This design comes from an exercise in tuning for small area and a short achievable clock period on the open sky130 flow, not from production work.
Function was checked by simulation only, so behaviour that the tests miss may differ from the original.
Power figures rest on the tool's default switching activity, not on a simulated workload.

### design/flow/config.mk
export PLATFORM = sky130hd
export DESIGN_NAME = dac_playback
export DESIGN_NICKNAME = dac_playback
export VERILOG_FILES = /design/flow/design.v
export SDC_FILE = /design/flow/constraint.sdc
export NUM_CORES = 4
export LEC_CHECK = 0
export CAP_MARGIN = 20
export CORE_MARGIN = 2
export CORE_UTILIZATION = 40
export SLEW_MARGIN = 20
### design/flow/constraint.sdc
create_clock -name core_clock -period 6.0 [get_ports {clk_35M}]
set_input_delay 1.2000 -clock core_clock [delete_from_list [all_inputs] [get_ports {clk_35M}]]
set_output_delay 1.2000 -clock core_clock [all_outputs]
set_load 0.01 [all_outputs]
### design/flow/design.v
package dac_pkg;
    typedef enum logic [1:0] {IDLE, PRIME, PLAY} state_t;
    localparam int ADDR_W_DEF = 8;
    localparam int DATA_W_DEF = 8;
    localparam logic [7:0] IDLE_CODE = 8'd128;
endpackage
module dac_sample_ram #(
    parameter int ADDR_W = 8,
    parameter int DATA_W = 8
) (
    input  logic              clk_35M,
    input  logic              wr_en,
    input  logic [ADDR_W-1:0] wr_addr,
    input  logic [DATA_W-1:0] wr_data,
    input  logic [ADDR_W-1:0] rd_addr,
    output logic [DATA_W-1:0] rd_data
);
    logic [DATA_W-1:0] mem [2**ADDR_W];
    always_ff @(posedge clk_35M) begin
        if (wr_en) mem[wr_addr] <= wr_data;
        rd_data <= mem[rd_addr];
    end
endmodule
module dac_playback #(
    parameter int ADDR_W = dac_pkg::ADDR_W_DEF,
    parameter int DATA_W = dac_pkg::DATA_W_DEF,
    parameter logic [DATA_W-1:0] IDLE_CODE = DATA_W'(dac_pkg::IDLE_CODE)
) (
    input logic clk_35M,
    input logic rst,
    input  logic              wr_en,
    input  logic [ADDR_W-1:0] wr_addr,
    input  logic [DATA_W-1:0] wr_data,
    input  logic              start,
    input  logic              stop,
    input  logic [ADDR_W-1:0] len,
    input  logic              loop,
    input  logic [7:0]        div,
    input  logic              test_ramp,
    output logic [DATA_W-1:0] da_data,
    output logic              sample_stb,
    output logic              busy,
    output logic              done
);
    dac_pkg::state_t            state;
    logic [ADDR_W-1:0] len_q;
    logic [ADDR_W-1:0] nxt;
    logic [ADDR_W-1:0] succ;
    logic [ADDR_W-1:0] raddr;
    logic [7:0]        div_q;
    logic [7:0]        cnt;
    logic              loop_q;
    logic              stop_q;
    logic              first;
    logic              last;
    logic              bnd;
    logic              fin;
    logic [DATA_W-1:0] rd_data;
    logic [DATA_W-1:0] smp;
    assign bnd   = state == dac_pkg::PLAY && cnt == '0;
    assign succ  = nxt == len_q ? '0 : nxt + 1'b1;
    assign raddr = bnd ? succ : nxt;
    logic              ramp_q;
    logic [DATA_W-1:0] ramp_v;
    assign smp = ramp_q ? ramp_v : rd_data;
    assign fin = !ramp_q && !loop_q && nxt == len_q;
    dac_sample_ram #(.ADDR_W(ADDR_W), .DATA_W(DATA_W)) u_ram (
        .clk_35M(clk_35M),
        .wr_en(wr_en),
        .wr_addr(wr_addr),
        .wr_data(wr_data),
        .rd_addr(raddr),
        .rd_data(rd_data)
    );
    always_ff @(posedge clk_35M or posedge rst) begin
        if (rst) begin
            state          <= dac_pkg::IDLE;
            da_data    <= IDLE_CODE;
            sample_stb <= 1'b0;
            busy       <= 1'b0;
            done       <= 1'b0;
            len_q          <= '0;
            div_q          <= '0;
            loop_q         <= 1'b0;
            cnt            <= '0;
            nxt            <= '0;
            stop_q         <= 1'b0;
            first          <= 1'b0;
            last           <= 1'b0;
            ramp_q         <= 1'b0;
            ramp_v         <= '0;
        end else begin
            sample_stb <= 1'b0;
            done       <= 1'b0;
            case (state)
                dac_pkg::IDLE: if (start) begin
                    state    <= dac_pkg::PRIME;
                    busy <= 1'b1;
                    len_q    <= len;
                    div_q    <= div;
                    loop_q   <= loop;
                    cnt      <= '0;
                    nxt      <= '0;
                    stop_q   <= 1'b0;
                    first    <= 1'b1;
                    last     <= 1'b0;
                    ramp_q   <= test_ramp;
                    ramp_v   <= '0;
                end
                dac_pkg::PRIME: begin
                    state  <= dac_pkg::PLAY;
                    stop_q <= stop;
                end
                dac_pkg::PLAY: begin
                    if (stop) stop_q <= 1'b1;
                    if (!bnd) cnt <= cnt - 1'b1;
                    else if (!first && (last || stop_q)) begin
                        state       <= dac_pkg::IDLE;
                        busy    <= 1'b0;
                        done    <= 1'b1;
                        da_data <= IDLE_CODE;
                    end else begin
                        da_data    <= smp;
                        sample_stb <= 1'b1;
                        cnt            <= div_q;
                        nxt            <= succ;
                        first          <= 1'b0;
                        last           <= fin;
                        ramp_v         <= ramp_v + 1'b1;
                    end
                end
                default: state <= dac_pkg::IDLE;
            endcase
        end
    end
endmodule
### design/flow/run.sh
#!/bin/bash
# synth_recipe.tcl (not shown) runs the flow's synth.tcl, then flattens the netlist and writes it again
# the make line also repeats each setting of config.mk as NAME=value (left out here)
make -C /OpenROAD-flow-scripts/flow DESIGN_CONFIG=/design/flow/config.mk WORK_HOME=/design/flow/orfs CLKGATE_MAP_FILE= SYNTH_SCRIPT=/design/flow/synth_recipe.tcl finish
==> impl_metrics.toml <==
[outcome]
outcome = "finished clean"

[synthesis]
synthTopCellsByArea = "edfxtp_1 (72%), nand2_1 (5.6%), mux2i_1 (2.8%), nand3_1 (1.8%), mux4_2 (1.7%)"
synth_common_cells = "edfxtp_1 (2048), nand2_1 (1264), nor2_1 (333), nand3_1 (299), mux2i_1 (239)"
synthArstFlopShare_pct = 2.74
synth_top_area_cell = "edfxtp_1"
synth_cell_types = 86
syn_area_um2 = 84800
ys_warn_count = 2
synth.most_common_cell = "edfxtp_1"
ys_ff_latch = 2114
synth_edf_count = 2048
ys_seq_area_share_pct = 74.4
synth_flop_cell = "edfxtp_1"
avgSynthCellArea_um2 = 14.4
synth_top_area_share_pct = 72.5
syn_inst = 5887
syn_nets = 5935

[grt]
grt_pass1_vias = 51100
grtUsageTotal_pct = 25.4
antenna_found_initial = 22
grt_pass1_wl_mm = 393
grt_overflow = 0
grt_max_degree = 169

[power]
irDropWorstVdd_uv = 412
p_per_area_nw_per_um2 = 439
power.leakage_nw = 31.5

[die]
die_y_um = 465
die-area_um2 = 216000
core_area_um2 = 211000
row_count = 169
die_w_um = 465
initial_utilization_pct = 40.1
io-pin-count = 50

[worst_setup_path]
cp.arrival_ns = 6.45
critPathLaunchType = "register"
endpoint_kind = "register"
critPathMaxFanout = 37
cp.required_ns = 6.77
crit_type = "register to register"

[sta]
setup_viol = 0
skew_ns = 0.0469
fmax_ghz = 0.176
fin_ws_ns = 0.316
finalHoldViolCount = 0
relSlewSlack_pct = 17.8
tns_ns = 0
worst_slew_pin_slew_ns = 1.22
slew_viol_final = 0
fin_crit_ns = 5.68
fin_crit_sh_pct = 94.7
rsz0062_at_grt = "no"

[route]
firstDrtPassIters = 8
antenna_left = 0
routed_wl_mm = 280
wire_per_inst_um = 31.1
vias = 54500
drtIter0Drc = 8901
drcViolationCount = 0
viasPerCell = 6.06

[cells_and_area]
area_growth_pct = 13.2
multi_input_area_um2 = 19700
stdcell_area_um2 = 96000
fill_cells = 18500
drive_gt1_share_pct = 11.0
nets = 6036
final-seq-area_um2 = 63100

[clock_network]
cts_tree = "done"
clk_path_buf_depth = 3
postCtsSetupBuffers = 0
cts_buffers = 210
post_cts_resized = 0
h-tree-depth = 4
path_clk_slew_ns = 0.06
hold_buffers = 0
ctsRootBufferMaster = "clkbuf_16"
worstSkewPairLatency_ns = 0.88
cts.sinks = 2114

[placement]
placed_area_um2 = 89100
gp_congestion = 0.915
hpwlAfterDp_mm = 170
place_ws_ns = 0.500
io_buffers = 49

[worst_hold_path]
hold_path.class = "register to register"

[flow_run]
cap_violations = 0
[layout make-up]
type | instances | share of cell area, %
inverter | 13 | 0.0508
timing repair buffer | 274 | 2.89
multi-input combinational | 3375 | 20.5
sequential | 2114 | 65.7
clock buffer | 259 | 5.73
antenna | 15 | 0.0391
clock inverter | 131 | 1.40
tap | 2821 | 3.68
[where the power goes]
group          switching (W)  leakage, nW  total, W  internal, W
clock                0.00573         3.34    0.0132      0.00747
combinational        0.00830         8.94    0.0123      0.00402
sequential          0.000232         19.2    0.0166       0.0164
[layout by cell type (no fill, tap or decap), types with 16 or more instances in the layout]
master | synthesis | routed
mux2_2 | 23 | 23
and3_1 | 103 | 103
mux2i_1 | 239 | 239
mux4_2 | 65 | 65
a311oi_1 | 24 | 23
o21ai_0 | 74 | 73
buf_12 | 2 | 45
a21oi_1 | 172 | 170
a31oi_1 | 156 | 156
clkinv_2 | 0 | 35
o22ai_1 | 85 | 84
dfrtp_1 | 57 | 57
o31ai_1 | 16 | 16
bufinv_16 | 0 | 22
clkdlybuf4s50_1 | 0 | 41
nand4_1 | 58 | 58
nor2_1 | 333 | 324
nand3_1 | 299 | 299
clkbuf_16 | 0 | 212
a22oi_1 | 50 | 49
buf_4 | 64 | 180
a2111oi_0 | 18 | 18
edfxtp_1 | 2048 | 2048
o2111ai_1 | 24 | 24
a211oi_1 | 47 | 47
nor4_1 | 24 | 23
clkbuf_1 | 132 | 45
a32oi_1 | 66 | 66
nor3_1 | 29 | 29
nand2_1 | 1264 | 1259
clkinv_1 | 0 | 53
[cell families (layout without fill, tap and decap cells)]
family	after synthesis	after routing	synth area share (%)
xor+xnor	18	18	0.186
buf+inv	398	677	2.61
compound gates	842	842	6.78
simple gates	2178	2178	11.0
flops	2114	2114	74.4
fa+ha+maj	9	9	0.133
other cells	0	15	0
mux	328	328	4.88
[critical path, cell delays in order (launching register included)]
cell and delay, ns:
dfrtp_1 0.39, inv_1 0.12, ha_1 0.17, or3b_2 0.52, nor3_4 0.64, o211ai_4 0.43
nand2_8 0.50, buf_12 0.29, buf_4 0.24, mux2i_1 0.11, a32oi_1 0.31, nand4_1 0.18
o311ai_0 1.02, buf_4 0.24, o31ai_1 0.06, buf_4 0.17, o32ai_1 0.09
[per-stage QoR]
step	util, %	power [W]	hold slack [ns]	instances
CTS	45.4	0.0420	0.487	8987
global placement	42.1	0.0289	0.473	8597
detailed placement	42.2	0.0290	0.474	8597
floorplan	-	0.0247	0.465	5887
global route	45.4	0.0435	0.514	8987
finish	45.4	0.0421	0.479	9002
[metal layers]
layer / GRT usage [%] / part of all wire [%]
met1: 35.7 / 40
met2: 37.7 / 44
met3: 6.33 / 12
met4: 10.3 / 4.1
met5: 0 / 0.073
[flip-flops by register name, indices dropped and copies added, names as in the netlist, 2 cells and up]
register and cells:
state 2, u_ram.mem 2048, cnt 8, u_ram.rd_data 8, nxt 8, len_q 8
ramp_v 8, div_q 8, da_data 8
[final timing paths]
| check | slack, ns | from | to | depth (start not counted) |
|---|---|---|---|---|
| worst min register to register | 0.48 | da_data[3]$_DFFE_PP0P_ | da_data[3]$_DFFE_PP0P_ | 2 |
| worst max register to register | 0.32 | cnt[0]$_DFFE_PP0P_ | u_ram.rd_data[3]$_DFF_P_ | 16 |
| max in group asynchronous | 4.62 | rst | len_q[1]$_DFFE_PP0P_ | 3 |
| worst min-delay path | 0.48 | da_data[3]$_DFFE_PP0P_ | da_data[3]$_DFFE_PP0P_ | 2 |
| worst max-delay path | 0.32 | cnt[0]$_DFFE_PP0P_ | u_ram.rd_data[3]$_DFF_P_ | 16 |
| min in group asynchronous | 0.85 | rst | sample_stb$_DFF_PP0_ | 3 |

[separate check: timing with driven ports]
Ports are ideal in the flow. The routed layout listed here was re-timed in OpenROAD.
Step 1 sets driving cells, clkbuf_16 on the clock port and buf_2 on the other inputs (assumed; they add their load-dependent delay and slew).
Step 2 moves the port delays by t, midway between the first and last clock arrival at a register: inputs arrive t later, outputs are due t later. That takes back most of the time a late clock gives input paths.
a / b / c = ideal ports / drivers / drivers and shift; a / b = the first two.
t (ns): 0.954
slack for setup (ns): 0.316 / 0.316 / 0.316
hold slack, ns: 0.479 / 0.479 / 0.479
clock arrival spread, ns: 0.062 / 0.062
pins driven straight from the clock port: 1
After both steps setup and hold are still met in this run. For this run, drivers alone change the setup slack by 0.000 ns; drivers and shift together by 0.000 ns.
